Background: an optimization exercise with open tools, aiming at small area. Do not read the settings as production practice. Function was checked by simulation only, so behaviour that the tests miss may differ from the original. No driver is modelled on the clock port, so clocking that relies on it looks cheaper here than on a real chip.

==> inputs of trial 93 <==
==> flow/design.v <==
`default_nettype none
module serial_link_top (
  input  wire logic       clk,
  input  wire logic       rst_n,
  input  wire logic       rxd,
  input  wire logic [7:0] sw,
  output logic            txd,
  output logic [7:0]      led
);
  localparam logic [3:0] S_SYNC  = 4'd0,
                         S_CMD   = 4'd1,
                         S_ADDR  = 4'd2,
                         S_LEN   = 4'd3,
                         S_DATA  = 4'd4,
                         S_CRC1  = 4'd5,
                         S_CRC2  = 4'd6,
                         S_XWAIT = 4'd7,
                         S_XFER  = 4'd8,
                         T_HDR   = 4'd9,
                         T_DATA  = 4'd10,
                         T_CRC   = 4'd11,
                         T_END   = 4'd12,
                         S_CHK   = 4'd13;
  logic [2047:0] ring;
  logic [127:0]  stg;
  logic [7:0]    pos;
  logic          clr;
  logic [3:0]    state;
  logic [7:0]    cmd;
  logic [7:0]    addr;
  logic [4:0]    len;
  logic [3:0]    k;
  logic          wp;
  logic [15:0]   crc;
  logic [6:0]    m;
  logic [7:0]    sh;
  logic          txq;
  wire [7:0] ring_tap = ring[7:0];
  wire [7:0] st_tap   = stg[7:0];
  wire       idle  = m == 7'd0;
  wire [3:0] bi    = m[6:3];
  wire [2:0] cc    = m[2:0];
  wire       smp   = cc == 3'd7 && bi >= 4'd1 && bi <= 4'd8;
  wire       bend  = m == 7'd82;
  wire       rxb   = m == 7'd72;
  wire       txm   = state >= T_HDR && state <= T_END;
  wire       rx_ok = state <= S_CRC2 || state == T_END;
  wire       is_wr = cmd == 8'h01;
  wire       is_rd = cmd == 8'h02;
  wire [3:0] slot  = addr[3:0] + k;
  wire       hit   = pos[3:0] == slot;
  wire [4:0] k1    = {1'b0, k} + 5'd1;
  wire       last  = k1 == len;
  wire       xact  = (state == S_XWAIT && pos == addr) || state == S_XFER;
  wire       len_ok = sh[7:5] == 3'd0 && sh[4:0] != 5'd0 && (!sh[4] || sh[3:0] == 4'd0);
  wire       st_rx = state == S_DATA && wp && hit;
  wire       tx_go = idle && (state == T_HDR || state == T_CRC || (state == T_DATA && hit));
  wire       rx_go = idle && rx_ok && !rxd;
  logic [7:0] tx_byte;
  always_comb begin
    case (state)
      T_HDR: begin
        case (k[2:0])
          3'd0:    tx_byte = 8'h55;
          3'd1:    tx_byte = cmd;
          3'd2:    tx_byte = addr;
          3'd3:    tx_byte = {3'b000, len};
          default: tx_byte = {7'd0, !(is_wr || is_rd)};
        endcase
      end
      T_DATA:  tx_byte = st_tap;
      default: tx_byte = crc[15:8];
    endcase
  end
  logic [7:0] ring_ins;
  logic [7:0] st_ins;
  always_comb begin
    if (clr)
      ring_ins = 8'h00;
    else if (xact && is_wr && pos != 8'hFF)
      ring_ins = st_tap;
    else
      ring_ins = ring_tap;
    if (st_rx)
      st_ins = sh;
    else if (xact && is_rd)
      st_ins = (pos == 8'hFF) ? sw : ring_tap;
    else
      st_ins = st_tap;
  end
  always_ff @(posedge clk) begin
    ring <= {ring_ins, ring[2047:8]};
    stg  <= {st_ins, stg[127:8]};
  end
  always_ff @(posedge clk) begin
    if (!rst_n) begin
      pos <= 8'd0;
      clr <= 1'b1;
    end else begin
      pos <= pos + 8'd1;
      if (pos == 8'hFF) clr <= 1'b0;
    end
  end
  always_ff @(posedge clk) begin
    if (!rst_n)
      led <= 8'h00;
    else if (xact && is_wr && pos == 8'h00)
      led <= st_tap;
  end
  always_ff @(posedge clk) begin
    if (!rst_n)
      m <= 7'd0;
    else if (rx_go || tx_go)
      m <= 7'd4;
    else if (!idle)
      m <= bend ? 7'd0 : m + 7'd1;
  end
  always_ff @(posedge clk) begin
    if (tx_go)
      sh <= tx_byte;
    else if (smp)
      sh <= {txm ? sh[0] : rxd, sh[7:1]};
  end
  always_ff @(posedge clk) begin
    if (!rst_n)
      txq <= 1'b1;
    else if (tx_go)
      txq <= 1'b0;
    else if (txm && cc == 3'd3 && bi >= 4'd1 && bi <= 4'd9)
      txq <= (bi == 4'd9) ? 1'b1 : sh[0];
  end
  assign txd = txq;
  wire crc_init = state == S_SYNC || state == S_XWAIT || state == S_XFER ||
                  (state == T_HDR && k == 4'd1);
  wire crc_fb   = crc[15] ^ sh[~cc];
  always_ff @(posedge clk) begin
    if (crc_init)
      crc <= 16'hFFFF;
    else if (bi == 4'd9)
      crc <= {crc[14:0], 1'b0} ^ (crc_fb ? 16'h1021 : 16'h0000);
  end
  always_ff @(posedge clk) begin
    if (!rst_n) begin
      state <= S_SYNC;
      wp    <= 1'b0;
    end else begin
      case (state)
        S_SYNC: if (bend && sh == 8'hAA) state <= S_CMD;
        S_CMD: if (bend) begin
          cmd   <= sh;
          state <= S_ADDR;
        end
        S_ADDR: if (bend) begin
          addr  <= sh;
          state <= S_LEN;
        end
        S_LEN: if (bend) begin
          len   <= sh[4:0];
          k     <= 4'd0;
          state <= !len_ok ? S_SYNC : is_wr ? S_DATA : S_CRC1;
        end
        S_DATA: begin
          if (rxb) wp <= 1'b1;
          if (st_rx) begin
            wp <= 1'b0;
            k  <= k + 4'd1;
            if (last) state <= S_CRC1;
          end
        end
        S_CRC1: if (rxb) state <= S_CRC2;
        S_CRC2: if (rxb) state <= S_CHK;
        S_CHK: if (idle) begin
          k     <= 4'd0;
          state <= (crc == 16'h0000) ? S_XWAIT : S_SYNC;
        end
        S_XWAIT, S_XFER: if (xact) begin
          k     <= k + 4'd1;
          state <= S_XFER;
          if (last) begin
            k     <= 4'd0;
            state <= T_HDR;
          end
        end
        T_HDR: if (tx_go) begin
          k <= k + 4'd1;
          if (k == 4'd4) begin
            k     <= 4'd0;
            state <= is_rd ? T_DATA : T_CRC;
          end
        end
        T_DATA: if (tx_go) begin
          k <= k + 4'd1;
          if (last) begin
            k     <= 4'd0;
            state <= T_CRC;
          end
        end
        T_CRC: if (tx_go) begin
          k <= k + 4'd1;
          if (k[0]) state <= T_END;
        end
        T_END: if (idle) state <= S_SYNC;
        default: state <= S_SYNC;
      endcase
    end
  end
endmodule
`default_nettype wire
==> flow/flow/run.sh <==
#!/bin/bash
# Standard layout, with clock tree synthesis told not to add dummy loads and to
# use larger sink clusters of clkbuf_16.
set -euo pipefail
export CTS_ARGS="-sink_clustering_enable -repair_clock_nets -dont_use_dummy_load -buf_list sky130_fd_sc_hd__clkbuf_16 -sink_clustering_size 38 -sink_clustering_max_diameter 70"
bash standard.sh > standard.log 2>&1
==> flow/standard.sh <==
#!/bin/bash
# synth_recipe.tcl (not shown) runs the flow's synth.tcl, then flattens the netlist and writes it again
# the make line also repeats each setting of config.mk as NAME=value (left out here)
make -C /OpenROAD-flow-scripts/flow DESIGN_CONFIG=/design/flow/config.mk WORK_HOME=/design/flow/orfs CLKGATE_MAP_FILE= SYNTH_SCRIPT=/design/flow/synth_recipe.tcl "${@:-finish}"
==> flow/config.mk <==
export PLATFORM = sky130hd
export DESIGN_NAME = serial_link_top
export DESIGN_NICKNAME = serial_link_top
export VERILOG_FILES = /design/flow/design.v
export SDC_FILE = /design/flow/constraint.sdc
export NUM_CORES = 4
export LEC_CHECK = 0
export CAP_MARGIN = 20
export CORE_MARGIN = 2
export CORE_UTILIZATION = 60
export SLEW_MARGIN = 20
==> flow/constraint.sdc <==
create_clock -name core_clock -period 10.0 [get_ports {clk}]
set_input_delay 2.0000 -clock core_clock [delete_from_list [all_inputs] [get_ports {clk}]]
set_output_delay 2.0000 -clock core_clock [all_outputs]
set_load 0.01 [all_outputs]
==> inputs of trial 7, as changes to trial 93 <==
==> flow/run.sh (new file) <==
#!/bin/bash
# synth_recipe.tcl (not shown) runs the flow's synth.tcl, then flattens the netlist and writes it again
# the make line also repeats each setting of config.mk as NAME=value (left out here)
make -C /OpenROAD-flow-scripts/flow DESIGN_CONFIG=/design/flow/config.mk WORK_HOME=/design/flow/orfs CLKGATE_MAP_FILE= SYNTH_SCRIPT=/design/flow/synth_recipe.tcl finish
CTS_BUF_LIST = sky130_fd_sc_hd__clkbuf_4 sky130_fd_sc_hd__clkbuf_8   (was default)
CTS_CLUSTER_DIAMETER = 50   (was default)
CTS_CLUSTER_SIZE = 20   (was default)
removed: flow/flow/run.sh
removed: flow/standard.sh
==> comparison <==
In trial 7 the critical path depth is lower than in trial 93, by 5.
Synthesized cell count is the same in trial 93 and trial 7.
Between trial 7 and trial 93, the lower first-iteration DRC count is in trial 7 (gap about 12%, measured against trial 93).
Of trial 93 and trial 7, trial 93 has the higher clock skew (gap 0.068 ns).
Against trial 7, the core utilization of trial 93 is lower by 0.93 points.
Against trial 93, the clock-buffer cell count of trial 7 is higher by 80.
Register-to-register slack: trial 7 is higher than trial 93 (0.10 ns).
In area after synthesis, trial 7 and trial 93 do not differ.
Between trial 7 and trial 93, the lower wire length is in trial 93 (gap about 0.9%, measured against trial 93).
Between trial 93 and trial 7, the lower via count is in trial 93 (gap about 2.7%, measured against trial 7).

## separate check: timing with driven ports
In the flow no input, the clock included, has a driving cell. The finished layouts below were timed again as built, in two steps.
Step 1: set_driving_cell puts a clkbuf_16 on clk and a buf_2 on each other input, an assumption about the parent block.
Step 2 also shifts input and output timing later by t, the mid clock arrival at the registers, as if the neighbouring blocks saw the same clock.
a / b / c = ideal ports / drivers / drivers and shift; a / b = the first two.
run	t (ns)	setup WS [ns]	hold slack, ns
trial 93	0.653	6.407 / 6.417 / 5.788	0.275 / 0.275 / 0.275
trial 7	0.824	6.304 / 6.246 / 5.820	0.299 / 0.299 / 0.299
After both steps every run listed still meets setup and hold. The setup slack of trial 93, which loses most, moves by +0.010 ns with the drivers and by -0.619 ns with both steps.
